What follows belongs to an exercise in optimizing a design on an open flow for small area, a short achievable clock period and few clock cycles per item; a production flow would make more cautious choices.
Function was checked by simulation only, so behaviour that the tests miss may differ from the original.
Power is estimated from default activity; no workload was simulated.

==> flow/design.v <==
package csc_coef_pkg;
	localparam int unsigned pix_w = 8;
endpackage
module yuv2rgb_top
(
	input logic CLOCK_50_I,
	input logic resetn,
	input logic in_valid,
	output logic in_ready,
	input logic [7:0] y,
	input logic [7:0] u,
	input logic [7:0] v,
	output logic out_valid,
	input logic out_ready,
	output logic [7:0] r,
	output logic [7:0] g,
	output logic [7:0] b
);
	logic a_valid, b_ready;
	logic [7:0] ya, ua, va;
	logic r_s, g_s, b_s, r_o, g_o, b_o;
	logic [7:0] r_c, g_c, b_c;
	logic rq_s, gq_s, bq_s, rq_o, gq_o, bq_o;
	logic [7:0] rq_c, gq_c, bq_c;
	assign b_ready = !out_valid || out_ready;
	assign in_ready = !a_valid || b_ready;
	always_ff @(posedge CLOCK_50_I or negedge resetn)
		if (!resetn) a_valid <= 1'b0;
		else if (in_ready) a_valid <= in_valid;
	always_ff @(posedge CLOCK_50_I)
		if (in_valid && in_ready) begin
			ya <= y; ua <= u; va <= v;
		end
	logic n1;
	assign n1 = ~va[1] ^ ~va[0];
	logic n2;
	assign n2 = ~va[1] | ~va[0];
	logic n3;
	logic n4;
	csa_fa fa1 (.a(~ya[0]), .b(va[2]), .c(va[1]), .s(n3), .co(n4));
	logic n5;
	logic n6;
	csa_fa fa2 (.a(~ya[1]), .b(va[3]), .c(va[2]), .s(n5), .co(n6));
	logic n7;
	assign n7 = ya[2] ^ ~va[4];
	logic n8;
	assign n8 = ya[2] | ~va[4];
	logic n9;
	logic n10;
	csa_fa fa3 (.a(va[3]), .b(va[0]), .c(n6), .s(n9), .co(n10));
	logic n11;
	logic n12;
	csa_fa fa4 (.a(va[5]), .b(va[4]), .c(va[1]), .s(n11), .co(n12));
	logic n13;
	logic n14;
	csa_fa fa5 (.a(ya[3]), .b(n8), .c(~n11), .s(n13), .co(n14));
	logic n15;
	assign n15 = ya[4] ^ ~va[6];
	logic n16;
	assign n16 = ya[4] | ~va[6];
	logic n17;
	logic n18;
	csa_fa fa6 (.a(va[5]), .b(va[2]), .c(n12), .s(n17), .co(n18));
	logic n19;
	logic n20;
	csa_fa fa7 (.a(n15), .b(~n14), .c(n17), .s(n19), .co(n20));
	logic n21;
	assign n21 = ya[5] ^ ~va[7];
	logic n22;
	assign n22 = ya[5] | ~va[7];
	logic n23;
	logic n24;
	csa_fa fa8 (.a(va[6]), .b(va[3]), .c(va[0]), .s(n23), .co(n24));
	logic n25;
	logic n26;
	csa_fa fa9 (.a(~n16), .b(n21), .c(n23), .s(n25), .co(n26));
	logic n27;
	assign n27 = n18 ^ n25;
	logic n28;
	assign n28 = n18 | n25;
	logic n29;
	logic n30;
	csa_fa fa10 (.a(va[7]), .b(va[4]), .c(va[1]), .s(n29), .co(n30));
	logic n31;
	logic n32;
	csa_fa fa11 (.a(ya[6]), .b(n22), .c(~n24), .s(n31), .co(n32));
	logic n33;
	logic n34;
	csa_fa fa12 (.a(n29), .b(n26), .c(~n31), .s(n33), .co(n34));
	logic n35;
	logic n36;
	csa_fa fa13 (.a(ya[0]), .b(va[5]), .c(va[2]), .s(n35), .co(n36));
	logic n37;
	logic n38;
	csa_fa fa14 (.a(~ya[7]), .b(n30), .c(n35), .s(n37), .co(n38));
	logic n39;
	assign n39 = n32 ^ ~n37;
	logic n40;
	assign n40 = n32 & ~n37;
	logic n41;
	logic n42;
	csa_fa fa15 (.a(ya[1]), .b(va[6]), .c(va[3]), .s(n41), .co(n42));
	logic n43;
	logic n44;
	csa_fa fa16 (.a(n36), .b(n41), .c(n38), .s(n43), .co(n44));
	logic n45;
	assign n45 = ~ya[2] ^ ~ya[0];
	logic n46;
	assign n46 = ~ya[2] | ~ya[0];
	logic n47;
	logic n48;
	csa_fa fa17 (.a(va[7]), .b(va[4]), .c(va[0]), .s(n47), .co(n48));
	logic n49;
	logic n50;
	csa_fa fa18 (.a(n42), .b(n45), .c(n47), .s(n49), .co(n50));
	logic n51;
	assign n51 = ~ya[3] ^ ~ya[1];
	logic n52;
	assign n52 = ~ya[3] | ~ya[1];
	logic n53;
	logic n54;
	csa_fa fa19 (.a(va[5]), .b(va[1]), .c(va[0]), .s(n53), .co(n54));
	logic n55;
	logic n56;
	csa_fa fa20 (.a(n48), .b(n51), .c(n53), .s(n55), .co(n56));
	logic n57;
	logic n58;
	csa_fa fa21 (.a(~n46), .b(n50), .c(n55), .s(n57), .co(n58));
	logic n59;
	logic n60;
	csa_fa fa22 (.a(ya[4]), .b(ya[2]), .c(ya[0]), .s(n59), .co(n60));
	logic n61;
	logic n62;
	csa_fa fa23 (.a(va[6]), .b(va[2]), .c(va[1]), .s(n61), .co(n62));
	logic n63;
	logic n64;
	csa_fa fa24 (.a(n54), .b(n59), .c(n61), .s(n63), .co(n64));
	logic n65;
	logic n66;
	csa_fa fa25 (.a(~n52), .b(n56), .c(n63), .s(n65), .co(n66));
	logic n67;
	logic n68;
	csa_fa fa26 (.a(ya[5]), .b(ya[3]), .c(ya[1]), .s(n67), .co(n68));
	logic n69;
	logic n70;
	csa_fa fa27 (.a(va[7]), .b(va[3]), .c(va[2]), .s(n69), .co(n70));
	logic n71;
	logic n72;
	csa_fa fa28 (.a(n60), .b(n62), .c(n67), .s(n71), .co(n72));
	logic n73;
	logic n74;
	csa_fa fa29 (.a(n69), .b(n64), .c(n71), .s(n73), .co(n74));
	logic n75;
	logic n76;
	csa_fa fa30 (.a(ya[6]), .b(ya[4]), .c(ya[2]), .s(n75), .co(n76));
	logic n77;
	logic n78;
	csa_fa fa31 (.a(va[4]), .b(va[3]), .c(va[0]), .s(n77), .co(n78));
	logic n79;
	logic n80;
	csa_fa fa32 (.a(n68), .b(n70), .c(n75), .s(n79), .co(n80));
	logic n81;
	logic n82;
	csa_fa fa33 (.a(n77), .b(n72), .c(n79), .s(n81), .co(n82));
	logic n83;
	assign n83 = ~ya[7] ^ ~ya[5];
	logic n84;
	assign n84 = ~ya[7] | ~ya[5];
	logic n85;
	logic n86;
	csa_fa fa34 (.a(ya[3]), .b(ya[0]), .c(va[5]), .s(n85), .co(n86));
	logic n87;
	logic n88;
	csa_fa fa35 (.a(va[4]), .b(va[1]), .c(va[0]), .s(n87), .co(n88));
	logic n89;
	logic n90;
	csa_fa fa36 (.a(n76), .b(n78), .c(n83), .s(n89), .co(n90));
	logic n91;
	logic n92;
	csa_fa fa37 (.a(n85), .b(n87), .c(n80), .s(n91), .co(n92));
	logic n93;
	logic n94;
	csa_fa fa38 (.a(n89), .b(n82), .c(n91), .s(n93), .co(n94));
	logic n95;
	assign n95 = ~ya[6] ^ ~ya[4];
	logic n96;
	assign n96 = ~ya[6] | ~ya[4];
	logic n97;
	logic n98;
	csa_fa fa39 (.a(ya[1]), .b(va[6]), .c(va[5]), .s(n97), .co(n98));
	logic n99;
	logic n100;
	csa_fa fa40 (.a(va[2]), .b(va[1]), .c(n86), .s(n99), .co(n100));
	logic n101;
	logic n102;
	csa_fa fa41 (.a(n88), .b(n95), .c(n97), .s(n101), .co(n102));
	logic n103;
	logic n104;
	csa_fa fa42 (.a(n90), .b(n99), .c(n101), .s(n103), .co(n104));
	logic n105;
	logic n106;
	csa_fa fa43 (.a(~n84), .b(n92), .c(n103), .s(n105), .co(n106));
	logic n107;
	assign n107 = ~ya[7] ^ ~ya[5];
	logic n108;
	assign n108 = ~ya[7] | ~ya[5];
	logic n109;
	logic n110;
	csa_fa fa44 (.a(ya[2]), .b(va[7]), .c(va[6]), .s(n109), .co(n110));
	logic n111;
	logic n112;
	csa_fa fa45 (.a(va[3]), .b(va[2]), .c(n98), .s(n111), .co(n112));
	logic n113;
	logic n114;
	csa_fa fa46 (.a(~n96), .b(n107), .c(n109), .s(n113), .co(n114));
	logic n115;
	logic n116;
	csa_fa fa47 (.a(n100), .b(n102), .c(n111), .s(n115), .co(n116));
	logic n117;
	logic n118;
	csa_fa fa48 (.a(n113), .b(n104), .c(n115), .s(n117), .co(n118));
	logic n119;
	assign n119 = ~ya[6] ^ ~ya[3];
	logic n120;
	assign n120 = ~ya[6] | ~ya[3];
	logic n121;
	logic n122;
	csa_fa fa49 (.a(va[7]), .b(va[4]), .c(va[3]), .s(n121), .co(n122));
	logic n123;
	logic n124;
	csa_fa fa50 (.a(n110), .b(n119), .c(n121), .s(n123), .co(n124));
	logic n125;
	logic n126;
	csa_fa fa51 (.a(n112), .b(n114), .c(n123), .s(n125), .co(n126));
	logic n127;
	logic n128;
	csa_fa fa52 (.a(~n108), .b(n116), .c(n125), .s(n127), .co(n128));
	logic n129;
	assign n129 = ~ya[7] ^ ~ya[4];
	logic n130;
	assign n130 = ~ya[7] | ~ya[4];
	logic n131;
	logic n132;
	csa_fa fa53 (.a(va[5]), .b(va[4]), .c(n122), .s(n131), .co(n132));
	logic n133;
	logic n134;
	csa_fa fa54 (.a(n129), .b(n124), .c(n131), .s(n133), .co(n134));
	logic n135;
	logic n136;
	csa_fa fa55 (.a(~n120), .b(n126), .c(n133), .s(n135), .co(n136));
	logic n137;
	logic n138;
	csa_fa fa56 (.a(ya[5]), .b(va[6]), .c(va[5]), .s(n137), .co(n138));
	logic n139;
	logic n140;
	csa_fa fa57 (.a(~n130), .b(n137), .c(n132), .s(n139), .co(n140));
	logic n141;
	assign n141 = n134 ^ n139;
	logic n142;
	assign n142 = n134 | n139;
	logic n143;
	logic n144;
	csa_fa fa58 (.a(ya[6]), .b(va[7]), .c(va[6]), .s(n143), .co(n144));
	logic n145;
	logic n146;
	csa_fa fa59 (.a(n138), .b(n143), .c(n140), .s(n145), .co(n146));
	logic n147;
	logic n148;
	csa_fa fa60 (.a(ya[7]), .b(va[7]), .c(n144), .s(n147), .co(n148));
	logic n149;
	assign n149 = ~va[0];
	logic n150;
	assign n150 = ~n1;
	logic n151;
	assign n151 = n2 & ~n3;
	logic n152;
	assign n152 = n2 | ~n3;
	logic n153;
	assign n153 = ~n4 & ~n5;
	logic n154;
	assign n154 = ~n4 | ~n5;
	logic n155;
	assign n155 = ~n7 & ~n9;
	logic n156;
	assign n156 = ~n7 | ~n9;
	logic n157;
	assign n157 = ~n10 & n13;
	logic n158;
	assign n158 = ~n10 | n13;
	logic n159;
	assign n159 = ~n19;
	logic n160;
	assign n160 = ~n20 & n27;
	logic n161;
	assign n161 = ~n20 | n27;
	logic n162;
	assign n162 = ~n28 & ~n33;
	logic n163;
	assign n163 = ~n28 | ~n33;
	logic n164;
	assign n164 = ~n34 & n39;
	logic n165;
	assign n165 = ~n34 | n39;
	logic n166;
	assign n166 = n40 & ~n43;
	logic n167;
	assign n167 = n40 | ~n43;
	logic n168;
	assign n168 = ~n44 & ~n49;
	logic n169;
	assign n169 = ~n44 | ~n49;
	logic n170;
	assign n170 = ~n57;
	logic n171;
	assign n171 = ~n58 & ~n65;
	logic n172;
	assign n172 = ~n58 | ~n65;
	logic n173;
	assign n173 = ~n66 & ~n73;
	logic n174;
	assign n174 = ~n66 | ~n73;
	logic n175;
	assign n175 = ~n74 & ~n81;
	logic n176;
	assign n176 = ~n74 | ~n81;
	logic n177;
	assign n177 = ~n93;
	logic n178;
	assign n178 = ~n94 & ~n105;
	logic n179;
	assign n179 = ~n94 ^ ~n105;
	logic n180;
	assign n180 = ~n106 & ~n117;
	logic n181;
	assign n181 = ~n106 ^ ~n117;
	logic n182;
	assign n182 = ~n118 & ~n127;
	logic n183;
	assign n183 = ~n118 ^ ~n127;
	logic n184;
	assign n184 = ~n128 & ~n135;
	logic n185;
	assign n185 = ~n128 ^ ~n135;
	logic n186;
	assign n186 = ~n136 & n141;
	logic n187;
	assign n187 = ~n136 ^ n141;
	logic n188;
	assign n188 = ~n142 & ~n145;
	logic n189;
	assign n189 = ~n142 ^ ~n145;
	logic n190;
	assign n190 = ~n146 & ~n147;
	logic n191;
	assign n191 = ~n146 ^ ~n147;
	logic n192;
	assign n192 = ~n148;
	logic n193;
	assign n193 = n175 | (n176 & n173);
	logic n194;
	assign n194 = n176 & n174;
	logic n195;
	assign n195 = n172 & n170;
	logic n196;
	assign n196 = n193 | (n194 & n171);
	logic n197;
	assign n197 = n194 & n195;
	logic n198;
	assign n198 = n168 | (n169 & n166);
	logic n199;
	assign n199 = n169 & n167;
	logic n200;
	assign n200 = n164 | (n165 & n162);
	logic n201;
	assign n201 = n165 & n163;
	logic n202;
	assign n202 = n198 | (n199 & n200);
	logic n203;
	assign n203 = n199 & n201;
	logic n204;
	assign n204 = n196 | (n197 & n202);
	logic n205;
	assign n205 = n197 & n203;
	logic n206;
	assign n206 = n161 & n159;
	logic n207;
	assign n207 = n157 | (n158 & n155);
	logic n208;
	assign n208 = n158 & n156;
	logic n209;
	assign n209 = n160 | (n206 & n207);
	logic n210;
	assign n210 = n206 & n208;
	logic n211;
	assign n211 = n153 | (n154 & n151);
	logic n212;
	assign n212 = n154 & n152;
	logic n213;
	assign n213 = n150 & n149;
	logic n214;
	assign n214 = n212 & n213;
	logic n215;
	assign n215 = n209 | (n210 & n211);
	logic n216;
	assign n216 = n210 & n214;
	logic n217;
	assign n217 = n204 | (n205 & n215);
	logic n218;
	assign n218 = n205 & n216;
	logic n219;
	assign n219 = n177 ^ n217;
	logic n220;
	assign n220 = n177 & n217;
	logic n221;
	assign n221 = n177 & n218;
	logic n222;
	assign n222 = n179 ^ n220;
	logic n223;
	assign n223 = n179 & n177;
	logic n224;
	assign n224 = n178 | (n223 & n217);
	logic n225;
	assign n225 = n223 & n218;
	logic n226;
	assign n226 = n181 ^ n224;
	logic n227;
	assign n227 = n180 | (n181 & n178);
	logic n228;
	assign n228 = n181 & n223;
	logic n229;
	assign n229 = n227 | (n228 & n217);
	logic n230;
	assign n230 = n228 & n218;
	logic n231;
	assign n231 = n183 ^ n229;
	logic n232;
	assign n232 = n182 | (n183 & n180);
	logic n233;
	assign n233 = n183 & n181;
	logic n234;
	assign n234 = n232 | (n233 & n178);
	logic n235;
	assign n235 = n233 & n223;
	logic n236;
	assign n236 = n234 | (n235 & n217);
	logic n237;
	assign n237 = n235 & n218;
	logic n238;
	assign n238 = n185 ^ n236;
	logic n239;
	assign n239 = n184 | (n185 & n234);
	logic n240;
	assign n240 = n185 & n235;
	logic n241;
	assign n241 = n239 | (n240 & n217);
	logic n242;
	assign n242 = n240 & n218;
	logic n243;
	assign n243 = n187 ^ n241;
	logic n244;
	assign n244 = n186 | (n187 & n184);
	logic n245;
	assign n245 = n187 & n185;
	logic n246;
	assign n246 = n244 | (n245 & n234);
	logic n247;
	assign n247 = n245 & n235;
	logic n248;
	assign n248 = n246 | (n247 & n217);
	logic n249;
	assign n249 = n247 & n218;
	logic n250;
	assign n250 = n189 ^ n248;
	logic n251;
	assign n251 = n188 | (n189 & n244);
	logic n252;
	assign n252 = n189 & n245;
	logic n253;
	assign n253 = n251 | (n252 & n234);
	logic n254;
	assign n254 = n252 & n235;
	logic n255;
	assign n255 = n253 | (n254 & n217);
	logic n256;
	assign n256 = n254 & n218;
	logic n257;
	assign n257 = n191 ^ n255;
	logic n258;
	assign n258 = n190 | (n191 & n188);
	logic n259;
	assign n259 = n191 & n189;
	logic n260;
	assign n260 = n258 | (n259 & n244);
	logic n261;
	assign n261 = n259 & n245;
	logic n262;
	assign n262 = n260 | (n261 & n234);
	logic n263;
	assign n263 = n261 & n235;
	logic n264;
	assign n264 = n262 | (n263 & n217);
	logic n265;
	assign n265 = n263 & n218;
	logic n266;
	assign n266 = n192 ^ n264;
	logic n267;
	assign n267 = n192 & n262;
	logic n268;
	assign n268 = n192 & n263;
	logic n269;
	assign n269 = n267 | (n268 & n217);
	logic n270;
	assign n270 = n268 & n218;
	logic n271;
	assign n271 = 1'b1 ^ n269;
	logic n272;
	assign n272 = n192 & n262;
	logic n273;
	assign n273 = n192 & n263;
	logic n274;
	assign n274 = n272 | (n273 & n217);
	logic n275;
	assign n275 = n273 & n218;
	logic n276;
	assign n276 = 1'b1 ^ n274;
	logic n277;
	assign n277 = ~ya[0] ^ ~va[2];
	logic n278;
	assign n278 = ~ya[0] | ~va[2];
	logic n279;
	logic n280;
	csa_fa fa61 (.a(ya[1]), .b(~ua[0]), .c(va[3]), .s(n279), .co(n280));
	logic n281;
	logic n282;
	csa_fa fa62 (.a(ya[2]), .b(~ua[1]), .c(va[4]), .s(n281), .co(n282));
	logic n283;
	logic n284;
	csa_fa fa63 (.a(ya[3]), .b(ua[0]), .c(va[5]), .s(n283), .co(n284));
	logic n285;
	logic n286;
	csa_fa fa64 (.a(va[0]), .b(n282), .c(n283), .s(n285), .co(n286));
	logic n287;
	logic n288;
	csa_fa fa65 (.a(ya[4]), .b(ua[1]), .c(va[6]), .s(n287), .co(n288));
	logic n289;
	logic n290;
	csa_fa fa66 (.a(va[1]), .b(n284), .c(n287), .s(n289), .co(n290));
	logic n291;
	logic n292;
	csa_fa fa67 (.a(~ua[3]), .b(n286), .c(n289), .s(n291), .co(n292));
	logic n293;
	logic n294;
	csa_fa fa68 (.a(ya[5]), .b(ua[2]), .c(va[7]), .s(n293), .co(n294));
	logic n295;
	logic n296;
	csa_fa fa69 (.a(va[2]), .b(n288), .c(n293), .s(n295), .co(n296));
	logic n297;
	logic n298;
	csa_fa fa70 (.a(~ua[4]), .b(n290), .c(n295), .s(n297), .co(n298));
	logic n299;
	logic n300;
	csa_fa fa71 (.a(ya[6]), .b(ua[3]), .c(va[3]), .s(n299), .co(n300));
	logic n301;
	logic n302;
	csa_fa fa72 (.a(~ua[5]), .b(n294), .c(n299), .s(n301), .co(n302));
	logic n303;
	assign n303 = n296 ^ n301;
	logic n304;
	assign n304 = n296 | n301;
	logic n305;
	logic n306;
	csa_fa fa73 (.a(ya[7]), .b(ua[4]), .c(va[4]), .s(n305), .co(n306));
	logic n307;
	logic n308;
	csa_fa fa74 (.a(ya[0]), .b(ua[6]), .c(~n300), .s(n307), .co(n308));
	logic n309;
	logic n310;
	csa_fa fa75 (.a(n305), .b(n302), .c(~n307), .s(n309), .co(n310));
	logic n311;
	assign n311 = ya[1] ^ ua[7];
	logic n312;
	assign n312 = ya[1] | ua[7];
	logic n313;
	logic n314;
	csa_fa fa76 (.a(ua[5]), .b(ua[0]), .c(va[5]), .s(n313), .co(n314));
	logic n315;
	logic n316;
	csa_fa fa77 (.a(n306), .b(n311), .c(n313), .s(n315), .co(n316));
	logic n317;
	assign n317 = n308 ^ ~n315;
	logic n318;
	assign n318 = n308 & ~n315;
	logic n319;
	assign n319 = ya[2] ^ ya[0];
	logic n320;
	assign n320 = ya[2] | ya[0];
	logic n321;
	logic n322;
	csa_fa fa78 (.a(ua[6]), .b(ua[1]), .c(va[6]), .s(n321), .co(n322));
	logic n323;
	logic n324;
	csa_fa fa79 (.a(n314), .b(n319), .c(n321), .s(n323), .co(n324));
	logic n325;
	logic n326;
	csa_fa fa80 (.a(~n312), .b(n316), .c(n323), .s(n325), .co(n326));
	logic n327;
	logic n328;
	csa_fa fa81 (.a(ua[7]), .b(ua[2]), .c(va[7]), .s(n327), .co(n328));
	logic n329;
	logic n330;
	csa_fa fa82 (.a(ya[3]), .b(ya[1]), .c(~va[0]), .s(n329), .co(n330));
	logic n331;
	logic n332;
	csa_fa fa83 (.a(~n320), .b(n322), .c(n327), .s(n331), .co(n332));
	logic n333;
	logic n334;
	csa_fa fa84 (.a(~n329), .b(n324), .c(n331), .s(n333), .co(n334));
	logic n335;
	logic n336;
	csa_fa fa85 (.a(ya[4]), .b(ya[2]), .c(ya[0]), .s(n335), .co(n336));
	logic n337;
	logic n338;
	csa_fa fa86 (.a(~ua[0]), .b(ua[3]), .c(va[1]), .s(n337), .co(n338));
	logic n339;
	logic n340;
	csa_fa fa87 (.a(~n328), .b(n330), .c(n335), .s(n339), .co(n340));
	logic n341;
	logic n342;
	csa_fa fa88 (.a(n337), .b(n332), .c(~n339), .s(n341), .co(n342));
	logic n343;
	assign n343 = ya[5] ^ ya[3];
	logic n344;
	assign n344 = ya[5] | ya[3];
	logic n345;
	logic n346;
	csa_fa fa89 (.a(ya[1]), .b(ua[1]), .c(va[0]), .s(n345), .co(n346));
	logic n347;
	logic n348;
	csa_fa fa90 (.a(ua[4]), .b(va[2]), .c(n338), .s(n347), .co(n348));
	logic n349;
	logic n350;
	csa_fa fa91 (.a(n336), .b(~n343), .c(n345), .s(n349), .co(n350));
	logic n351;
	logic n352;
	csa_fa fa92 (.a(n340), .b(~n347), .c(n349), .s(n351), .co(n352));
	logic n353;
	assign n353 = ya[6] ^ ya[4];
	logic n354;
	assign n354 = ya[6] | ya[4];
	logic n355;
	logic n356;
	csa_fa fa93 (.a(ya[2]), .b(ua[2]), .c(va[1]), .s(n355), .co(n356));
	logic n357;
	logic n358;
	csa_fa fa94 (.a(ua[5]), .b(ua[0]), .c(va[3]), .s(n357), .co(n358));
	logic n359;
	logic n360;
	csa_fa fa95 (.a(n344), .b(n346), .c(n355), .s(n359), .co(n360));
	logic n361;
	logic n362;
	csa_fa fa96 (.a(n353), .b(n357), .c(n348), .s(n361), .co(n362));
	logic n363;
	logic n364;
	csa_fa fa97 (.a(n350), .b(n359), .c(n352), .s(n363), .co(n364));
	logic n365;
	logic n366;
	csa_fa fa98 (.a(ya[7]), .b(ya[5]), .c(ya[3]), .s(n365), .co(n366));
	logic n367;
	logic n368;
	csa_fa fa99 (.a(ya[0]), .b(ua[3]), .c(va[2]), .s(n367), .co(n368));
	logic n369;
	logic n370;
	csa_fa fa100 (.a(ua[6]), .b(ua[1]), .c(va[4]), .s(n369), .co(n370));
	logic n371;
	logic n372;
	csa_fa fa101 (.a(n354), .b(n356), .c(n365), .s(n371), .co(n372));
	logic n373;
	logic n374;
	csa_fa fa102 (.a(va[0]), .b(n358), .c(n369), .s(n373), .co(n374));
	logic n375;
	logic n376;
	csa_fa fa103 (.a(n367), .b(n360), .c(n371), .s(n375), .co(n376));
	logic n377;
	logic n378;
	csa_fa fa104 (.a(n373), .b(n362), .c(~n375), .s(n377), .co(n378));
	logic n379;
	logic n380;
	csa_fa fa105 (.a(ya[6]), .b(ya[4]), .c(ya[1]), .s(n379), .co(n380));
	logic n381;
	logic n382;
	csa_fa fa106 (.a(ua[7]), .b(ua[2]), .c(va[5]), .s(n381), .co(n382));
	logic n383;
	logic n384;
	csa_fa fa107 (.a(ua[4]), .b(va[3]), .c(~va[1]), .s(n383), .co(n384));
	logic n385;
	logic n386;
	csa_fa fa108 (.a(n366), .b(n368), .c(n379), .s(n385), .co(n386));
	logic n387;
	logic n388;
	csa_fa fa109 (.a(n370), .b(n381), .c(~n383), .s(n387), .co(n388));
	logic n389;
	logic n390;
	csa_fa fa110 (.a(n372), .b(~n374), .c(n385), .s(n389), .co(n390));
	logic n391;
	logic n392;
	csa_fa fa111 (.a(~n387), .b(n376), .c(n389), .s(n391), .co(n392));
	logic n393;
	assign n393 = ya[7] ^ ya[5];
	logic n394;
	assign n394 = ya[7] | ya[5];
	logic n395;
	logic n396;
	csa_fa fa112 (.a(ya[2]), .b(ua[5]), .c(va[4]), .s(n395), .co(n396));
	logic n397;
	logic n398;
	csa_fa fa113 (.a(ua[3]), .b(va[6]), .c(va[2]), .s(n397), .co(n398));
	logic n399;
	logic n400;
	csa_fa fa114 (.a(n380), .b(n384), .c(n395), .s(n399), .co(n400));
	logic n401;
	logic n402;
	csa_fa fa115 (.a(n382), .b(n393), .c(n397), .s(n401), .co(n402));
	logic n403;
	logic n404;
	csa_fa fa116 (.a(n386), .b(~n388), .c(n399), .s(n403), .co(n404));
	logic n405;
	logic n406;
	csa_fa fa117 (.a(~n401), .b(n390), .c(n403), .s(n405), .co(n406));
	logic n407;
	logic n408;
	csa_fa fa118 (.a(ya[6]), .b(ya[3]), .c(ua[6]), .s(n407), .co(n408));
	logic n409;
	logic n410;
	csa_fa fa119 (.a(ua[4]), .b(va[7]), .c(va[3]), .s(n409), .co(n410));
	logic n411;
	logic n412;
	csa_fa fa120 (.a(va[5]), .b(n394), .c(n396), .s(n411), .co(n412));
	logic n413;
	logic n414;
	csa_fa fa121 (.a(n398), .b(~n407), .c(n409), .s(n413), .co(n414));
	logic n415;
	logic n416;
	csa_fa fa122 (.a(n400), .b(~n402), .c(n411), .s(n415), .co(n416));
	logic n417;
	logic n418;
	csa_fa fa123 (.a(~n413), .b(n404), .c(n415), .s(n417), .co(n418));
	logic n419;
	assign n419 = ya[7] ^ ya[4];
	logic n420;
	assign n420 = ya[7] | ya[4];
	logic n421;
	logic n422;
	csa_fa fa124 (.a(ua[7]), .b(~ua[5]), .c(va[6]), .s(n421), .co(n422));
	logic n423;
	logic n424;
	csa_fa fa125 (.a(va[4]), .b(n410), .c(n419), .s(n423), .co(n424));
	logic n425;
	logic n426;
	csa_fa fa126 (.a(n408), .b(n421), .c(n412), .s(n425), .co(n426));
	logic n427;
	logic n428;
	csa_fa fa127 (.a(n414), .b(n423), .c(~n416), .s(n427), .co(n428));
	logic n429;
	logic n430;
	csa_fa fa128 (.a(n425), .b(~n427), .c(n418), .s(n429), .co(n430));
	logic n431;
	assign n431 = ya[5] ^ ~ua[6];
	logic n432;
	assign n432 = ya[5] | ~ua[6];
	logic n433;
	logic n434;
	csa_fa fa129 (.a(va[7]), .b(n420), .c(n422), .s(n433), .co(n434));
	logic n435;
	logic n436;
	csa_fa fa130 (.a(va[5]), .b(n431), .c(n424), .s(n435), .co(n436));
	logic n437;
	logic n438;
	csa_fa fa131 (.a(n433), .b(n426), .c(~n435), .s(n437), .co(n438));
	logic n439;
	assign n439 = ~n428 ^ n437;
	logic n440;
	assign n440 = ~n428 & n437;
	logic n441;
	assign n441 = ya[6] ^ ~ua[7];
	logic n442;
	assign n442 = ya[6] | ~ua[7];
	logic n443;
	logic n444;
	csa_fa fa132 (.a(va[6]), .b(~n432), .c(n441), .s(n443), .co(n444));
	logic n445;
	logic n446;
	csa_fa fa133 (.a(~n434), .b(n443), .c(n436), .s(n445), .co(n446));
	logic n447;
	assign n447 = ~n445 ^ n438;
	logic n448;
	assign n448 = ~n445 & n438;
	logic n449;
	assign n449 = ya[7] ^ ~va[7];
	logic n450;
	assign n450 = ya[7] | ~va[7];
	logic n451;
	logic n452;
	csa_fa fa134 (.a(~n442), .b(n449), .c(n444), .s(n451), .co(n452));
	logic n453;
	assign n453 = n451 ^ n446;
	logic n454;
	assign n454 = n451 | n446;
	logic n455;
	assign n455 = n450 ^ ~n452;
	logic n456;
	assign n456 = n450 & ~n452;
	logic n457;
	assign n457 = ~va[1];
	logic n458;
	assign n458 = ~n277;
	logic n459;
	assign n459 = n278 & ~n279;
	logic n460;
	assign n460 = n278 | ~n279;
	logic n461;
	assign n461 = ~n280 & ~n281;
	logic n462;
	assign n462 = ~n280 | ~n281;
	logic n463;
	assign n463 = ua[2] & ~n285;
	logic n464;
	assign n464 = ua[2] | ~n285;
	logic n465;
	assign n465 = ~n291;
	logic n466;
	assign n466 = ~n292 & ~n297;
	logic n467;
	assign n467 = ~n292 | ~n297;
	logic n468;
	assign n468 = ~n298 & n303;
	logic n469;
	assign n469 = ~n298 | n303;
	logic n470;
	assign n470 = ~n304 & ~n309;
	logic n471;
	assign n471 = ~n304 | ~n309;
	logic n472;
	assign n472 = ~n310 & n317;
	logic n473;
	assign n473 = ~n310 | n317;
	logic n474;
	assign n474 = n318 & ~n325;
	logic n475;
	assign n475 = n318 | ~n325;
	logic n476;
	assign n476 = ~n326 & ~n333;
	logic n477;
	assign n477 = ~n326 | ~n333;
	logic n478;
	assign n478 = ~n334 & ~n341;
	logic n479;
	assign n479 = ~n334 | ~n341;
	logic n480;
	assign n480 = ~n342 & n351;
	logic n481;
	assign n481 = ~n342 | n351;
	logic n482;
	assign n482 = ~n361 & n363;
	logic n483;
	assign n483 = ~n361 | n363;
	logic n484;
	assign n484 = n364 & ~n377;
	logic n485;
	assign n485 = n364 ^ ~n377;
	logic n486;
	assign n486 = ~n378 & n391;
	logic n487;
	assign n487 = ~n378 ^ n391;
	logic n488;
	assign n488 = n392 & n405;
	logic n489;
	assign n489 = n392 ^ n405;
	logic n490;
	assign n490 = n406 & n417;
	logic n491;
	assign n491 = n406 ^ n417;
	logic n492;
	assign n492 = n429;
	logic n493;
	assign n493 = n430 & n439;
	logic n494;
	assign n494 = n430 ^ n439;
	logic n495;
	assign n495 = n440 & n447;
	logic n496;
	assign n496 = n440 ^ n447;
	logic n497;
	assign n497 = n448 & n453;
	logic n498;
	assign n498 = n448 ^ n453;
	logic n499;
	assign n499 = ~n454 & n455;
	logic n500;
	assign n500 = ~n454 ^ n455;
	logic n501;
	assign n501 = ~(n456);
	logic n502;
	assign n502 = n482 | (n483 & n480);
	logic n503;
	assign n503 = n483 & n481;
	logic n504;
	assign n504 = n478 | (n479 & n476);
	logic n505;
	assign n505 = n479 & n477;
	logic n506;
	assign n506 = n502 | (n503 & n504);
	logic n507;
	assign n507 = n503 & n505;
	logic n508;
	assign n508 = n474 | (n475 & n472);
	logic n509;
	assign n509 = n475 & n473;
	logic n510;
	assign n510 = n470 | (n471 & n468);
	logic n511;
	assign n511 = n471 & n469;
	logic n512;
	assign n512 = n508 | (n509 & n510);
	logic n513;
	assign n513 = n509 & n511;
	logic n514;
	assign n514 = n506 | (n507 & n512);
	logic n515;
	assign n515 = n507 & n513;
	logic n516;
	assign n516 = n467 & n465;
	logic n517;
	assign n517 = n463 | (n464 & n461);
	logic n518;
	assign n518 = n464 & n462;
	logic n519;
	assign n519 = n466 | (n516 & n517);
	logic n520;
	assign n520 = n516 & n518;
	logic n521;
	assign n521 = n460 & n458;
	logic n522;
	assign n522 = n457 & ~va[0];
	logic n523;
	assign n523 = n459 | (n521 & n522);
	logic n524;
	assign n524 = n521 & n457;
	logic n525;
	assign n525 = n519 | (n520 & n523);
	logic n526;
	assign n526 = n520 & n524;
	logic n527;
	assign n527 = n514 | (n515 & n525);
	logic n528;
	assign n528 = n515 & n526;
	logic n529;
	assign n529 = n485 ^ n527;
	logic n530;
	assign n530 = n484 | (n485 & n527);
	logic n531;
	assign n531 = n485 & n528;
	logic n532;
	assign n532 = n487 ^ n530;
	logic n533;
	assign n533 = n486 | (n487 & n484);
	logic n534;
	assign n534 = n487 & n485;
	logic n535;
	assign n535 = n533 | (n534 & n527);
	logic n536;
	assign n536 = n534 & n528;
	logic n537;
	assign n537 = n489 ^ n535;
	logic n538;
	assign n538 = n488 | (n489 & n533);
	logic n539;
	assign n539 = n489 & n534;
	logic n540;
	assign n540 = n538 | (n539 & n527);
	logic n541;
	assign n541 = n539 & n528;
	logic n542;
	assign n542 = n491 ^ n540;
	logic n543;
	assign n543 = n490 | (n491 & n488);
	logic n544;
	assign n544 = n491 & n489;
	logic n545;
	assign n545 = n543 | (n544 & n533);
	logic n546;
	assign n546 = n544 & n534;
	logic n547;
	assign n547 = n545 | (n546 & n527);
	logic n548;
	assign n548 = n546 & n528;
	logic n549;
	assign n549 = n492 ^ n547;
	logic n550;
	assign n550 = n492 & n545;
	logic n551;
	assign n551 = n492 & n546;
	logic n552;
	assign n552 = n550 | (n551 & n527);
	logic n553;
	assign n553 = n551 & n528;
	logic n554;
	assign n554 = n494 ^ n552;
	logic n555;
	assign n555 = n494 & n492;
	logic n556;
	assign n556 = n493 | (n555 & n545);
	logic n557;
	assign n557 = n555 & n546;
	logic n558;
	assign n558 = n556 | (n557 & n527);
	logic n559;
	assign n559 = n557 & n528;
	logic n560;
	assign n560 = n496 ^ n558;
	logic n561;
	assign n561 = n495 | (n496 & n493);
	logic n562;
	assign n562 = n496 & n555;
	logic n563;
	assign n563 = n561 | (n562 & n545);
	logic n564;
	assign n564 = n562 & n546;
	logic n565;
	assign n565 = n563 | (n564 & n527);
	logic n566;
	assign n566 = n564 & n528;
	logic n567;
	assign n567 = n498 ^ n565;
	logic n568;
	assign n568 = n497 | (n498 & n495);
	logic n569;
	assign n569 = n498 & n496;
	logic n570;
	assign n570 = n568 | (n569 & n493);
	logic n571;
	assign n571 = n569 & n555;
	logic n572;
	assign n572 = n570 | (n571 & n545);
	logic n573;
	assign n573 = n571 & n546;
	logic n574;
	assign n574 = n572 | (n573 & n527);
	logic n575;
	assign n575 = n573 & n528;
	logic n576;
	assign n576 = n500 ^ n574;
	logic n577;
	assign n577 = n499 | (n500 & n572);
	logic n578;
	assign n578 = n500 & n573;
	logic n579;
	assign n579 = n577 | (n578 & n527);
	logic n580;
	assign n580 = n578 & n528;
	logic n581;
	assign n581 = n501 ^ n579;
	logic n582;
	assign n582 = n456 | n499;
	logic n583;
	assign n583 = n582 | (n500 & n572);
	logic n584;
	assign n584 = n500 & n573;
	logic n585;
	assign n585 = n583 | (n584 & n527);
	logic n586;
	assign n586 = n584 & n528;
	logic n587;
	assign n587 = 1'b1 ^ n585;
	logic n588;
	logic n589;
	csa_fa fa135 (.a(ya[0]), .b(ua[2]), .c(ua[0]), .s(n588), .co(n589));
	logic n590;
	assign n590 = ~ya[1] ^ ~ua[3];
	logic n591;
	assign n591 = ~ya[1] | ~ua[3];
	logic n592;
	logic n593;
	csa_fa fa136 (.a(ua[1]), .b(n589), .c(n590), .s(n592), .co(n593));
	logic n594;
	logic n595;
	csa_fa fa137 (.a(ya[2]), .b(ua[4]), .c(ua[2]), .s(n594), .co(n595));
	logic n596;
	assign n596 = n591 ^ ~n594;
	logic n597;
	assign n597 = n591 & ~n594;
	logic n598;
	logic n599;
	csa_fa fa138 (.a(ya[3]), .b(ua[5]), .c(ua[3]), .s(n598), .co(n599));
	logic n600;
	logic n601;
	csa_fa fa139 (.a(~ua[0]), .b(n595), .c(n598), .s(n600), .co(n601));
	logic n602;
	assign n602 = ~ya[4] ^ ~ua[6];
	logic n603;
	assign n603 = ~ya[4] | ~ua[6];
	logic n604;
	logic n605;
	csa_fa fa140 (.a(ua[4]), .b(n599), .c(n602), .s(n604), .co(n605));
	logic n606;
	logic n607;
	csa_fa fa141 (.a(~ua[1]), .b(n601), .c(n604), .s(n606), .co(n607));
	logic n608;
	assign n608 = ~ya[5] ^ ~ua[7];
	logic n609;
	assign n609 = ~ya[5] | ~ua[7];
	logic n610;
	logic n611;
	csa_fa fa142 (.a(~ua[5]), .b(ua[2]), .c(ua[0]), .s(n610), .co(n611));
	logic n612;
	logic n613;
	csa_fa fa143 (.a(n603), .b(~n608), .c(n610), .s(n612), .co(n613));
	logic n614;
	assign n614 = ~n605 ^ n612;
	logic n615;
	assign n615 = ~n605 & n612;
	logic n616;
	assign n616 = ~ya[6] ^ ~ua[6];
	logic n617;
	assign n617 = ~ya[6] | ~ua[6];
	logic n618;
	logic n619;
	csa_fa fa144 (.a(ua[3]), .b(ua[1]), .c(n609), .s(n618), .co(n619));
	logic n620;
	logic n621;
	csa_fa fa145 (.a(n611), .b(n613), .c(n618), .s(n620), .co(n621));
	logic n622;
	logic n623;
	csa_fa fa146 (.a(~n616), .b(n615), .c(n620), .s(n622), .co(n623));
	logic n624;
	logic n625;
	csa_fa fa147 (.a(ya[0]), .b(ua[4]), .c(ua[2]), .s(n624), .co(n625));
	logic n626;
	logic n627;
	csa_fa fa148 (.a(ya[7]), .b(ua[7]), .c(~n617), .s(n626), .co(n627));
	logic n628;
	logic n629;
	csa_fa fa149 (.a(n624), .b(n619), .c(~n626), .s(n628), .co(n629));
	logic n630;
	assign n630 = n621 ^ n628;
	logic n631;
	assign n631 = n621 & n628;
	logic n632;
	logic n633;
	csa_fa fa150 (.a(ya[1]), .b(ua[5]), .c(ua[3]), .s(n632), .co(n633));
	logic n634;
	logic n635;
	csa_fa fa151 (.a(ua[0]), .b(n625), .c(n632), .s(n634), .co(n635));
	logic n636;
	logic n637;
	csa_fa fa152 (.a(~n627), .b(n634), .c(n629), .s(n636), .co(n637));
	logic n638;
	assign n638 = ya[2] ^ ya[0];
	logic n639;
	assign n639 = ya[2] | ya[0];
	logic n640;
	logic n641;
	csa_fa fa153 (.a(ua[6]), .b(ua[4]), .c(ua[1]), .s(n640), .co(n641));
	logic n642;
	logic n643;
	csa_fa fa154 (.a(n633), .b(~n638), .c(n640), .s(n642), .co(n643));
	logic n644;
	assign n644 = n635 ^ n642;
	logic n645;
	assign n645 = n635 & n642;
	logic n646;
	logic n647;
	csa_fa fa155 (.a(ya[3]), .b(ya[1]), .c(ua[7]), .s(n646), .co(n647));
	logic n648;
	logic n649;
	csa_fa fa156 (.a(ua[5]), .b(ua[2]), .c(n639), .s(n648), .co(n649));
	logic n650;
	logic n651;
	csa_fa fa157 (.a(n641), .b(n646), .c(n643), .s(n650), .co(n651));
	logic n652;
	logic n653;
	csa_fa fa158 (.a(n648), .b(n645), .c(n650), .s(n652), .co(n653));
	logic n654;
	logic n655;
	csa_fa fa159 (.a(ya[4]), .b(ya[2]), .c(ya[0]), .s(n654), .co(n655));
	logic n656;
	logic n657;
	csa_fa fa160 (.a(ua[6]), .b(ua[3]), .c(n647), .s(n656), .co(n657));
	logic n658;
	logic n659;
	csa_fa fa161 (.a(n654), .b(n649), .c(n656), .s(n658), .co(n659));
	logic n660;
	assign n660 = n651 ^ n658;
	logic n661;
	assign n661 = n651 & n658;
	logic n662;
	logic n663;
	csa_fa fa162 (.a(ya[5]), .b(ya[3]), .c(ya[1]), .s(n662), .co(n663));
	logic n664;
	logic n665;
	csa_fa fa163 (.a(ua[7]), .b(ua[4]), .c(n655), .s(n664), .co(n665));
	logic n666;
	logic n667;
	csa_fa fa164 (.a(n662), .b(n657), .c(n664), .s(n666), .co(n667));
	logic n668;
	assign n668 = n659 ^ n666;
	logic n669;
	assign n669 = n659 & n666;
	logic n670;
	logic n671;
	csa_fa fa165 (.a(ya[6]), .b(ya[4]), .c(ya[2]), .s(n670), .co(n671));
	logic n672;
	logic n673;
	csa_fa fa166 (.a(ua[5]), .b(n663), .c(n670), .s(n672), .co(n673));
	logic n674;
	logic n675;
	csa_fa fa167 (.a(n665), .b(n672), .c(n667), .s(n674), .co(n675));
	logic n676;
	assign n676 = ya[7] ^ ya[5];
	logic n677;
	assign n677 = ya[7] | ya[5];
	logic n678;
	logic n679;
	csa_fa fa168 (.a(ya[3]), .b(ya[0]), .c(ua[6]), .s(n678), .co(n679));
	logic n680;
	logic n681;
	csa_fa fa169 (.a(n671), .b(~n676), .c(n678), .s(n680), .co(n681));
	logic n682;
	assign n682 = n673 ^ n680;
	logic n683;
	assign n683 = n673 & n680;
	logic n684;
	assign n684 = ya[6] ^ ya[4];
	logic n685;
	assign n685 = ya[6] | ya[4];
	logic n686;
	logic n687;
	csa_fa fa170 (.a(ya[1]), .b(ua[7]), .c(ua[0]), .s(n686), .co(n687));
	logic n688;
	logic n689;
	csa_fa fa171 (.a(n677), .b(n679), .c(n686), .s(n688), .co(n689));
	logic n690;
	logic n691;
	csa_fa fa172 (.a(~n684), .b(n681), .c(n688), .s(n690), .co(n691));
	logic n692;
	logic n693;
	csa_fa fa173 (.a(ya[7]), .b(ya[5]), .c(ya[2]), .s(n692), .co(n693));
	logic n694;
	logic n695;
	csa_fa fa174 (.a(ua[1]), .b(n685), .c(n687), .s(n694), .co(n695));
	logic n696;
	logic n697;
	csa_fa fa175 (.a(n692), .b(n689), .c(n694), .s(n696), .co(n697));
	logic n698;
	assign n698 = ya[6] ^ ya[3];
	logic n699;
	assign n699 = ya[6] | ya[3];
	logic n700;
	logic n701;
	csa_fa fa176 (.a(ua[2]), .b(n693), .c(~n698), .s(n700), .co(n701));
	logic n702;
	assign n702 = n695 ^ n700;
	logic n703;
	assign n703 = n695 & n700;
	logic n704;
	logic n705;
	csa_fa fa177 (.a(ya[7]), .b(ya[4]), .c(ua[3]), .s(n704), .co(n705));
	logic n706;
	logic n707;
	csa_fa fa178 (.a(n699), .b(n704), .c(n701), .s(n706), .co(n707));
	logic n708;
	assign n708 = ya[5] ^ ua[4];
	logic n709;
	assign n709 = ya[5] | ua[4];
	logic n710;
	assign n710 = n705 ^ ~n708;
	logic n711;
	assign n711 = n705 & ~n708;
	logic n712;
	assign n712 = ya[6] ^ ua[5];
	logic n713;
	assign n713 = ya[6] | ua[5];
	logic n714;
	assign n714 = n709 ^ ~n712;
	logic n715;
	assign n715 = n709 & ~n712;
	logic n716;
	assign n716 = ya[7] ^ ua[6];
	logic n717;
	assign n717 = ya[7] | ua[6];
	logic n718;
	assign n718 = n713 ^ ~n716;
	logic n719;
	assign n719 = n713 & ~n716;
	logic n720;
	assign n720 = ua[7] ^ n717;
	logic n721;
	assign n721 = ua[7] & n717;
	logic n722;
	assign n722 = ~ua[1];
	logic n723;
	assign n723 = ~n588;
	logic n724;
	assign n724 = ~n592;
	logic n725;
	assign n725 = ~n593 & n596;
	logic n726;
	assign n726 = ~n593 | n596;
	logic n727;
	assign n727 = n597 & ~n600;
	logic n728;
	assign n728 = n597 | ~n600;
	logic n729;
	assign n729 = ~n606;
	logic n730;
	assign n730 = ~n607 & n614;
	logic n731;
	assign n731 = ~n607 | n614;
	logic n732;
	assign n732 = n622;
	logic n733;
	assign n733 = n623 & n630;
	logic n734;
	assign n734 = n623 | n630;
	logic n735;
	assign n735 = n631 & n636;
	logic n736;
	assign n736 = n631 | n636;
	logic n737;
	assign n737 = n637 & n644;
	logic n738;
	assign n738 = n637 | n644;
	logic n739;
	assign n739 = n652;
	logic n740;
	assign n740 = n653 & n660;
	logic n741;
	assign n741 = n653 | n660;
	logic n742;
	assign n742 = n661 & n668;
	logic n743;
	assign n743 = n661 | n668;
	logic n744;
	assign n744 = n669 & n674;
	logic n745;
	assign n745 = n669 | n674;
	logic n746;
	assign n746 = n675 & n682;
	logic n747;
	assign n747 = n675 ^ n682;
	logic n748;
	assign n748 = n683 & n690;
	logic n749;
	assign n749 = n683 ^ n690;
	logic n750;
	assign n750 = n691 & n696;
	logic n751;
	assign n751 = n691 ^ n696;
	logic n752;
	assign n752 = n697 & n702;
	logic n753;
	assign n753 = n697 ^ n702;
	logic n754;
	assign n754 = n703 & n706;
	logic n755;
	assign n755 = n703 ^ n706;
	logic n756;
	assign n756 = n707 & n710;
	logic n757;
	assign n757 = n707 ^ n710;
	logic n758;
	assign n758 = n711 & n714;
	logic n759;
	assign n759 = n711 ^ n714;
	logic n760;
	assign n760 = n715 & n718;
	logic n761;
	assign n761 = n715 ^ n718;
	logic n762;
	assign n762 = n719 & n720;
	logic n763;
	assign n763 = n719 ^ n720;
	logic n764;
	assign n764 = ~(n721);
	logic n765;
	assign n765 = n744 | (n745 & n742);
	logic n766;
	assign n766 = n745 & n743;
	logic n767;
	assign n767 = n741 & n739;
	logic n768;
	assign n768 = n765 | (n766 & n740);
	logic n769;
	assign n769 = n766 & n767;
	logic n770;
	assign n770 = n737 | (n738 & n735);
	logic n771;
	assign n771 = n738 & n736;
	logic n772;
	assign n772 = n734 & n732;
	logic n773;
	assign n773 = n770 | (n771 & n733);
	logic n774;
	assign n774 = n771 & n772;
	logic n775;
	assign n775 = n768 | (n769 & n773);
	logic n776;
	assign n776 = n769 & n774;
	logic n777;
	assign n777 = n731 & n729;
	logic n778;
	assign n778 = n727 | (n728 & n725);
	logic n779;
	assign n779 = n728 & n726;
	logic n780;
	assign n780 = n730 | (n777 & n778);
	logic n781;
	assign n781 = n777 & n779;
	logic n782;
	assign n782 = n724 & n723;
	logic n783;
	assign n783 = n722 & ~ua[0];
	logic n784;
	assign n784 = n782 & n783;
	logic n785;
	assign n785 = n782 & n722;
	logic n786;
	assign n786 = n780 | (n781 & n784);
	logic n787;
	assign n787 = n781 & n785;
	logic n788;
	assign n788 = n775 | (n776 & n786);
	logic n789;
	assign n789 = n776 & n787;
	logic n790;
	assign n790 = n747 ^ n788;
	logic n791;
	assign n791 = n746 | (n747 & n788);
	logic n792;
	assign n792 = n747 & n789;
	logic n793;
	assign n793 = n749 ^ n791;
	logic n794;
	assign n794 = n748 | (n749 & n746);
	logic n795;
	assign n795 = n749 & n747;
	logic n796;
	assign n796 = n794 | (n795 & n788);
	logic n797;
	assign n797 = n795 & n789;
	logic n798;
	assign n798 = n751 ^ n796;
	logic n799;
	assign n799 = n750 | (n751 & n794);
	logic n800;
	assign n800 = n751 & n795;
	logic n801;
	assign n801 = n799 | (n800 & n788);
	logic n802;
	assign n802 = n800 & n789;
	logic n803;
	assign n803 = n753 ^ n801;
	logic n804;
	assign n804 = n752 | (n753 & n750);
	logic n805;
	assign n805 = n753 & n751;
	logic n806;
	assign n806 = n804 | (n805 & n794);
	logic n807;
	assign n807 = n805 & n795;
	logic n808;
	assign n808 = n806 | (n807 & n788);
	logic n809;
	assign n809 = n807 & n789;
	logic n810;
	assign n810 = n755 ^ n808;
	logic n811;
	assign n811 = n754 | (n755 & n806);
	logic n812;
	assign n812 = n755 & n807;
	logic n813;
	assign n813 = n811 | (n812 & n788);
	logic n814;
	assign n814 = n812 & n789;
	logic n815;
	assign n815 = n757 ^ n813;
	logic n816;
	assign n816 = n756 | (n757 & n754);
	logic n817;
	assign n817 = n757 & n755;
	logic n818;
	assign n818 = n816 | (n817 & n806);
	logic n819;
	assign n819 = n817 & n807;
	logic n820;
	assign n820 = n818 | (n819 & n788);
	logic n821;
	assign n821 = n819 & n789;
	logic n822;
	assign n822 = n759 ^ n820;
	logic n823;
	assign n823 = n758 | (n759 & n816);
	logic n824;
	assign n824 = n759 & n817;
	logic n825;
	assign n825 = n823 | (n824 & n806);
	logic n826;
	assign n826 = n824 & n807;
	logic n827;
	assign n827 = n825 | (n826 & n788);
	logic n828;
	assign n828 = n826 & n789;
	logic n829;
	assign n829 = n761 ^ n827;
	logic n830;
	assign n830 = n760 | (n761 & n758);
	logic n831;
	assign n831 = n761 & n759;
	logic n832;
	assign n832 = n830 | (n831 & n816);
	logic n833;
	assign n833 = n831 & n817;
	logic n834;
	assign n834 = n832 | (n833 & n806);
	logic n835;
	assign n835 = n833 & n807;
	logic n836;
	assign n836 = n834 | (n835 & n788);
	logic n837;
	assign n837 = n835 & n789;
	logic n838;
	assign n838 = n763 ^ n836;
	logic n839;
	assign n839 = n762 | (n763 & n834);
	logic n840;
	assign n840 = n763 & n835;
	logic n841;
	assign n841 = n839 | (n840 & n788);
	logic n842;
	assign n842 = n840 & n789;
	logic n843;
	assign n843 = n764 ^ n841;
	logic n844;
	assign n844 = n721 | n762;
	logic n845;
	assign n845 = n844 | (n763 & n834);
	logic n846;
	assign n846 = n763 & n835;
	logic n847;
	assign n847 = n845 | (n846 & n788);
	logic n848;
	assign n848 = n846 & n789;
	logic n849;
	assign n849 = 1'b1 ^ n847;
	assign r_s = ~n276;
	assign r_o = ~n271 | ~n266;
	assign r_c = {~n257, ~n250, ~n243, ~n238, ~n231, ~n226, ~n222, ~n219};
	assign g_s = n587;
	assign g_o = n581 | n576;
	assign g_c = {n567, n560, n554, n549, n542, n537, n532, n529};
	assign b_s = n849;
	assign b_o = n843 | n838;
	assign b_c = {n829, n822, n815, n810, n803, n798, n793, n790};
	always_ff @(posedge CLOCK_50_I or negedge resetn)
		if (!resetn) out_valid <= 1'b0;
		else if (b_ready) out_valid <= a_valid;
	always_ff @(posedge CLOCK_50_I)
		if (a_valid && b_ready) begin
			rq_s <= r_s; gq_s <= g_s; bq_s <= b_s;
			rq_o <= r_o; gq_o <= g_o; bq_o <= b_o;
			rq_c <= r_c; gq_c <= g_c; bq_c <= b_c;
		end
	assign r = rq_s ? 8'd0 : rq_o ? 8'd255 : rq_c;
	assign g = gq_s ? 8'd0 : gq_o ? 8'd255 : gq_c;
	assign b = bq_s ? 8'd0 : bq_o ? 8'd255 : bq_c;
endmodule
module csa_fa (input logic a, input logic b, input logic c, output logic s, output logic co);
	assign s = a ^ b ^ c;
	assign co = (a & b) | (a & c) | (b & c);
endmodule
==> flow/run.sh <==
#!/bin/bash
# synth_recipe.tcl (not shown) runs the flow's synth.tcl, then flattens the netlist and writes it again
# the make line also repeats each setting of config.mk as NAME=value (left out here)
make -C /OpenROAD-flow-scripts/flow DESIGN_CONFIG=/design/flow/config.mk WORK_HOME=/design/flow/orfs CLKGATE_MAP_FILE= SYNTH_SCRIPT=/design/flow/synth_recipe.tcl finish
==> flow/config.mk <==
export PLATFORM = sky130hd
export DESIGN_NAME = yuv2rgb_top
export DESIGN_NICKNAME = yuv2rgb_top
export VERILOG_FILES = /design/flow/design.v
export SDC_FILE = /design/flow/constraint.sdc
export NUM_CORES = 4
export LEC_CHECK = 0
export CAP_MARGIN = 20
export CORE_MARGIN = 2
export CORE_UTILIZATION = 40
export SETUP_SLACK_MARGIN = 4.0
export SLEW_MARGIN = 20
export SYNTH_HIERARCHICAL = 1
==> flow/constraint.sdc <==
create_clock -name core_clock -period 8.0 [get_ports {CLOCK_50_I}]
set_input_delay 1.6000 -clock core_clock [delete_from_list [all_inputs] [get_ports {CLOCK_50_I}]]
set_output_delay 1.6000 -clock core_clock [all_outputs]
set_load 0.01 [all_outputs]
==> notes.md, run 1 <==
----------------------------------------------------
[Yosys]
  Sequential fraction of the synthesis area ... 20.8%
  Leading register cell type out of synthesis ... sky130_fd_sc_hd__edfxtp_1
  Synthesis Warnings ... 7
  Synth Area per Inst ... 12.3 um^2
  Number of nets in the synthesized netlist ... 938
  Post-synthesis cell area ... 8040 um^2
  Post-Synthesis Cells ... 655
  EDFF count, synth ... 54
  Fraction of registers with async set/reset ... 3.57%
  #FFs+latches synth ... 56
  Unique masters post-synth ... 50

[Worst setup path]
  CP startpoint ... ya[1]
  Category of cells accounting for the largest share of critical-path delay ... adder cells
  R2R Path Start ... ya[1]
  R2r endpoint ... gq_o
  Critical path's largest stage delay ... 550 ps
  Data required, critical path ... 8150 ps
  Cell with the largest stage delay on the worst path ... sky130_fd_sc_hd__fa_1
  Path depth of the worst reg2reg path ... 15
  Ordered list of cells on the worst path ... buf_6, buf_4, buf_6, fa_1, fa_1, fa_2, fa_1, nand2b_4, nand4_1, nor4b_2, a211o_1, nand3_2, o221a_4, o21ai_4, mux2i_1
  CP arrival ... 4450 ps
  Maximum net fanout on the critical path ... 4
  Number of cells on the critical path ... 15
  Capturing element type of the critical path ... register
  Crit Path Class ... reg -> reg
  Critical path buffers and inverters ... 3
  Nature of the critical path startpoint ... register
  Destination of the critical timing path ... gq_o
  Cell repeated most along the worst path ... sky130_fd_sc_hd__fa_1
  Register-to-register setup slack ... 3700 ps

[Global routing]
  Total congestion overflow after global routing ... 0
  Wire length of the first global-routing pass ... 32400 um
  Number of global-route vias before repair ... 6190
  Maximum number of pins on one net before global-route repair ... 31
  Overall fraction of global-route tracks in use ... 19.7%
  Antenna violations before repair ... 0

[Die]
  Total number of placement rows ... 51
  Die height ... 146 um
  Initial Utilization ... 41.1%
  Die Area ... 21300 um^2
  Horizontal die dimension ... 146 um
  CORE AREA ... 19600 um^2
  IO Pins ... 54

[Pwr]
  Power per cell area ... 311 nW/um^2
  Leakage power summed over all cells ... 4.32 nW
  VDD IR-drop max ... 314 uV

[Placement]
  Sum of net half-perimeters after detailed placement ... 14100 um
  IO buf count ... 53
  Final weighted congestion in routability-driven placement ... 0.883
  Total cell area at the placement stage ... 8980 um^2

[STA]
  Worst slew margin relative to its limit ... 30.0%
  Clock Skew ... 9.19 ps
  Top achievable clock speed ... 0.232 GHz
  # setup viols final ... 0
  Count of endpoints failing hold in the final timing report ... 0
  Post-route clock period utilization ... 53.8%
  Worst Tran Pin Value ... 1050 ps
  Sum of negative setup slack ... 0 ps
  Crit path time final ... 4300 ps
  Unrepaired setup endpoints after global routing ... true
  Total count of max-transition violations in the final report ... 0

[CTS]
  Maximum number of buffers from clock root to sink ... 2
  Clock slew seen by the registers of the worst setup and hold paths ... 70 ps
  TritonCTS sink count ... 56
  Clock latency on the worst-skew pair ... 310 ps
  Number of H-tree branching levels ... 2
  Num CTS Buffers ... 5
  Number of hold buffers added after CTS ... 0
  Clock tree from TritonCTS ... built
  CTS Root Buffer Type ... sky130_fd_sc_hd__clkbuf_16

[Route]
  DRC viols ... 0
  Final ANT Viol Nets ... 0
  Wirelength, routed ... 19400 um
  Detail-routed net length per standard cell ... 18.2 um
  Post-detailed-route via-to-cell ratio ... 5.04
  Number of detailed-routing iterations run before antenna repair ... 4
  Vias ... 5370
  Iter 0 DRT Violations ... 219

[Status]
  Run status ... complete, no violations

[Final layout]
  Area used by multi-input combinational logic ... 6200 um^2
  Filler cells ... 1674
  Area taken by flip-flops and latches ... 1670 um^2
  Commonest non-fill, non-tap cell in the layout ... sky130_fd_sc_hd__fa_1
  Number of nets at the end of the flow ... 1083
  Area of all placed cells without fillers ... 10200 um^2
  Area overhead of the layout relative to synthesis ... 27.1%
  Leading cell types in the layout, fill and taps excluded ... sky130_fd_sc_hd__fa_1, sky130_fd_sc_hd__inv_1, sky130_fd_sc_hd__buf_4, sky130_fd_sc_hd__ha_1, sky130_fd_sc_hd__nor2_1
  Antenna cell count ... 0
  Fraction of final layout cells sized beyond drive strength 1 ... 20.6%
  Share of the core filled with cells in the final layout ... 52.2%

[Flow run]
  Maximum Capacitance Violations ... 0

[Hold path]
  Hold crit path type ... reg -> reg

----------------------------------------------------
-- layout make-up --
class / instances / share of cell area [%]
Clock buffer: 6 / 1.26
Clock inverter: 2 / 0.343
Tap cell: 265 / 3.24
Timing Repair Buffer: 144 / 13.7
Sequential cell: 56 / 16.4
Inverter: 119 / 4.46
Multi-Input combinational cell: 474 / 60.7
-- worst min-delay path by stage --
stage | startpoint | end | slack [ps] | cells past startpoint
final | a_valid | out_valid | 500 | 1
after global placement | a_valid | out_valid | 480 | 1
after detailed placement | a_valid | out_valid | 490 | 1
after floorplan | a_valid | out_valid | 450 | 1
after CTS | a_valid | out_valid | 500 | 1
after global routing | a_valid | out_valid | 530 | 1
-- Yosys stat by module, one instance, submodules excluded --
module,cells,times used
yuv2rgb_top,477,1
csa_fa,1,178
-- sequential cells by signal, summed over array words and instances (netlist names), 8 cells and up --
| register | count |
|---|---|
| bq_c | 8 |
| va | 8 |
| ua | 8 |
| ya | 8 |
| rq_c | 8 |
| gq_c | 8 |
-- timing repair --
action	4_1_cts	5_1_grt
buffers inserted	77	12
endpoints found under the setup margin	31	30
pin swaps	8	19
gates cloned	0	0
resized for setup	36	42
endpoints found under the hold margin	0	0
-- Yosys cell counts, types with 5 or more instances --
cell	count	area share [%]
sky130_fd_sc_hd__a21o_1	7	0.65
sky130_fd_sc_hd__a21oi_1	15	0.93
sky130_fd_sc_hd__clkbuf_1	6	0.28
sky130_fd_sc_hd__edfxtp_1	54	20
sky130_fd_sc_hd__fa_1	182	45
sky130_fd_sc_hd__ha_1	73	11
sky130_fd_sc_hd__inv_1	119	5.6
sky130_fd_sc_hd__nand2_1	17	0.79
sky130_fd_sc_hd__nand2b_1	12	0.93
sky130_fd_sc_hd__nor2_1	58	2.7
sky130_fd_sc_hd__nor2b_1	6	0.47
sky130_fd_sc_hd__o21ai_0	7	0.44
sky130_fd_sc_hd__o221ai_1	5	0.54
sky130_fd_sc_hd__xnor2_1	11	1.2
sky130_fd_sc_hd__xor2_1	12	1.3
-- kinds of logic (layout without fill, tap and decap cells) --
group	after synthesis	after routing	synth area share, %
buffers and inverters	125	271	5.83
xor gates and xnor gates	23	23	2.50
AOI/OAI and AO/OA	76	76	7.05
and+or+nand+nor	116	116	6.67
muxes	1	1	0.124
adders and majority gates	258	258	57.0
DFF	56	56	20.8
-- through the flow --
step                hold slack [ps]  cells  worst slack, ps  power (W)
floorplan                       449    655             3680    0.00209
global placement                476    969             3050    0.00254
detailed placement              487    969             2980    0.00259
CTS                             503   1054             3750    0.00300
global route                    526   1066             3540    0.00351
finish                          499   1066             3700    0.00318
-- layer usage --
metal	share of wire [%]	GRT usage, %
met4	2.1	5.54
met5	0	0
met2	53	35.1
met3	4.5	3.01
met1	41	25.1
-- power by group --
part           internal [W]  switching (W)
logic               0.00116        0.00120
registers          0.000515      0.0000444
clock network      0.000148       0.000109
Testbench counts, summed over its fixed seeds: cycles 32,016, pixels 32,000.
==> run 2: changes to the inputs <==
--- a/flow/config.mk
+++ b/flow/config.mk
@@ -8,6 +8,5 @@
 export CAP_MARGIN = 20
 export CORE_MARGIN = 2
 export CORE_UTILIZATION = 40
-export SETUP_SLACK_MARGIN = 4.0
 export SLEW_MARGIN = 20
 export SYNTH_HIERARCHICAL = 1
==> run 2 against run 1 <==
Final cell count fell by 8.3%. Register-to-register slack got worse by 780 ps. Clock skew rose by 2.7 ps. First-iteration DRC count rose by 9.1%. Utilization fell by 6.0 points. Die area did not move. Area after synthesis did not move. Power fell by 14%. Fmax fell by 15%. Flip-flop and latch count did not move. Critical path depth did not move. Critical path type unchanged. Largest power group unchanged.
==> notes.md, run 2 <==
----------------------------------------------------
[Status]
  Run status ... complete, no violations

[Final layout]
  Commonest non-fill, non-tap cell in the layout ... sky130_fd_sc_hd__fa_1
  Area overhead of the layout relative to synthesis ... 12.5%
  Area of all placed cells without fillers ... 9050 um^2 (-12%)
  Leading cell types in the layout, fill and taps excluded ... sky130_fd_sc_hd__fa_1, sky130_fd_sc_hd__inv_1, sky130_fd_sc_hd__ha_1, sky130_fd_sc_hd__nor2_1, sky130_fd_sc_hd__edfxtp_1
  Antenna cell count ... 0 (unchanged)
  Fraction of final layout cells sized beyond drive strength 1 ... 2.53% (-18 points)

[STA]
  Count of endpoints failing hold in the final timing report ... 0 (unchanged)
  Worst slew margin relative to its limit ... 29.2% (-0.78 points)
  Total count of max-transition violations in the final report ... 0 (unchanged)
  Setup slack after layout ... 2920 ps (-777 ps)
  Worst Tran Pin Value ... 1060 ps (+11.7 ps)
  Post-route clock period utilization ... 63.5% (+9.7 points)

[Global routing]
  Wire length of the first global-routing pass ... 30400 um (-6.3%)
  Maximum number of pins on one net before global-route repair ... 31 (unchanged)
  Total congestion overflow after global routing ... 0 (unchanged)
  Antenna violations before repair ... 0 (unchanged)

[Worst setup path]
  Capturing element type of the critical path ... register
  Category of cells accounting for the largest share of critical-path delay ... adder cells
  Destination of the critical timing path ... rq_o
  Number of cells on the critical path ... 15 (unchanged)
  Maximum net fanout on the critical path ... 11 (+7)
  Nature of the critical path startpoint ... register
  R2R Path Start ... ya[6]
  Ordered list of cells on the worst path ... inv_1, ha_1, fa_1, fa_1, fa_1, inv_1, ha_1, a21o_1, a21oi_1, nor2_1, a21oi_1, o31ai_2, nor4_1, nor3_1, xor2_1
  Crit Path Class ... reg -> reg
  CP arrival ... 5140 ps (+690 ps)
  Register-to-register setup slack ... 2920 ps (-780 ps)
  Critical path buffers and inverters ... 2 (-1)
  Cell with the largest stage delay on the worst path ... sky130_fd_sc_hd__edfxtp_1

[Route]
  Met3 routed WL ... 544 um (-38%)
  Final ANT Viol Nets ... 0 (unchanged)
  Metal2 WL ... 9290 um (-9.2%)
  Uppermost layer routed ... met4
  Routed metal-1 wire length ... 7530 um (-4.2%)
  Detail-routed net length per standard cell ... 18.3 um (+0.46%)
  DRC viols ... 0 (unchanged)
  Number of detailed-routing iterations run before antenna repair ... 4 (unchanged)

[CTS]
  Clock latency on the worst-skew pair ... 310 ps (about the same)
  Maximum number of buffers from clock root to sink ... 2 (unchanged)
  PostCTS Resize Cnt ... 0 (-100%)
  CTS Root Buffer Type ... sky130_fd_sc_hd__clkbuf_16
  Number of hold buffers added after CTS ... 0 (unchanged)
  Clock tree from TritonCTS ... built
  Num CTS Buffers ... 5 (unchanged)
  Clock slew seen by the registers of the worst setup and hold paths ... 80 ps (about the same)

[Yosys]
  Synthesis Warnings ... 7 (unchanged)
  Top post-synthesis cells by area ... sky130_fd_sc_hd__fa_1, sky130_fd_sc_hd__edfxtp_1, sky130_fd_sc_hd__ha_1
  #FFs+latches synth ... 56 (unchanged)
  EDFF count, synth ... 54 (unchanged)
  Unique masters post-synth ... 50 (unchanged)
  Post-synthesis cell area ... 8040 um^2 (unchanged)
  Cell with the most instances after synthesis ... sky130_fd_sc_hd__fa_1
  Synth Area per Inst ... 12.3 um^2 (unchanged)
  Largest area contributor in the synthesized netlist ... sky130_fd_sc_hd__fa_1
  Number of nets in the synthesized netlist ... 938 (unchanged)
  Fraction of registers with async set/reset ... 3.57% (unchanged)
  Leading register cell type out of synthesis ... sky130_fd_sc_hd__edfxtp_1

[Die]
  Initial Utilization ... 41.1% (unchanged)
  Horizontal die dimension ... 146 um (unchanged)
  Die height ... 146 um (unchanged)

[Pwr]
  Power per cell area ... 301 nW/um^2 (-3.1%)
  Total power after layout ... 0.00272 W (-14%)
  VDD IR-drop max ... 298 uV (-5.1%)

[Hold path]
  Hold crit path type ... reg -> reg
  Startpoint of the most critical hold path ... a_valid

[Flow run]
  Maximum Capacitance Violations ... 0 (unchanged)

[Placement]
  Sum of net half-perimeters after detailed placement ... 14300 um (+0.83%)
  Post-Place Setup Slack ... 2860 ps (-120 ps)
  IO buf count ... 53 (unchanged)
  Final weighted congestion in routability-driven placement ... 0.909 (+2.9%)

----------------------------------------------------
==> run 2: how the worst min path moves through the flow <==
stage | to | slack, ps | cells after the start
final | out_valid | 500 | 1
after global routing | out_valid | 530 | 1
after CTS | out_valid | 500 | 1
after detailed placement | out_valid | 480 | 1
after global placement | out_valid | 470 | 1
after floorplan | out_valid | 450 | 1
==> run 2: final cells by class <==
class	instances	area, um^2	share of cell area (%)
repair buffers	55	546	6.03
well taps	265	332	3.67
inverters	119	447	4.94
flip-flops and latches	56	1670	18.5
multi-input cells	474	5900	65.3
clock inverters	3	22.5	0.249
clock buffers	5	125	1.38
==> run 2: metal layers <==
metal / global-route usage (%) / vias up
met5: 0 / -
li1: - / 2252
met4: 6.37 / 0
met3: 2.16 / 26
met2: 33.4 / 94
met1: 22.9 / 2571
==> run 2: through the flow <==
| stage | cells | hold slack [ps] | util [%] |
|---|---|---|---|
| 3_3_place_gp | 969 | 466 | 45.4 |
| 5_1_grt | 977 | 532 | 46.2 |
| 3_5_place_dp | 969 | 483 | 45.4 |
| 2_1_floorplan | 655 | 449 | - |
| 4_1_cts | 977 | 503 | 46.2 |
| 6_report | 977 | 497 | 46.2 |
==> run 2: cells by family (layout without fill, tap and decap cells) <==
group	after synthesis	in the layout	share of synthesized area, %
buffers and inverters	125	182	5.83
xor gates and xnor gates	23	23	2.50
muxes	1	1	0.124
AOI/OAI and AO/OA	76	76	7.05
adders and majority gates	258	258	57.0
and+or+nand+nor	116	116	6.67
DFF	56	56	20.8
==> run 2: report_power, final <==
part	switching, W	internal [W]
Clock	0.000110	0.000118
Sequential	0.0000846	0.000515
Combinational	0.00100	0.000894
Total	0.00120	0.00153
==> run 2: modules after synthesis, one instance, submodules excluded <==
module,flops+latches,copies in the design
csa_fa,0,178
yuv2rgb_top,56,1

[re-timing with driven ports]
The results above use ideal ports. As a check the final layouts listed here were re-extracted and re-timed, cells and wires unchanged. Step 1 sets driving cells, clkbuf_16 on the clock port and buf_2 on the other inputs (assumed; they add their load-dependent delay and slew). Step 2 times the ports against the registers' clock, not the clock port: input delays grow and output delays shrink by t, the midpoint of the rising clock arrivals with the driver on. a / b / c = ideal ports / drivers / drivers and shift; a / b = the first two.
run | shift t [ns] | setup WS [ns] | hold WS [ns] | clock arrival spread, ns | pins driven straight from the clock port
run 1 | 0.344 | 3.699 / 3.699 / 3.699 | 0.499 / 0.499 / 0.499 | 0.009 / 0.009 | 1
run 2 | 0.354 | 2.922 / 2.922 / 2.922 | 0.497 / 0.497 / 0.497 | 0.012 / 0.012 | 1
After both steps every run listed still meets setup and hold.
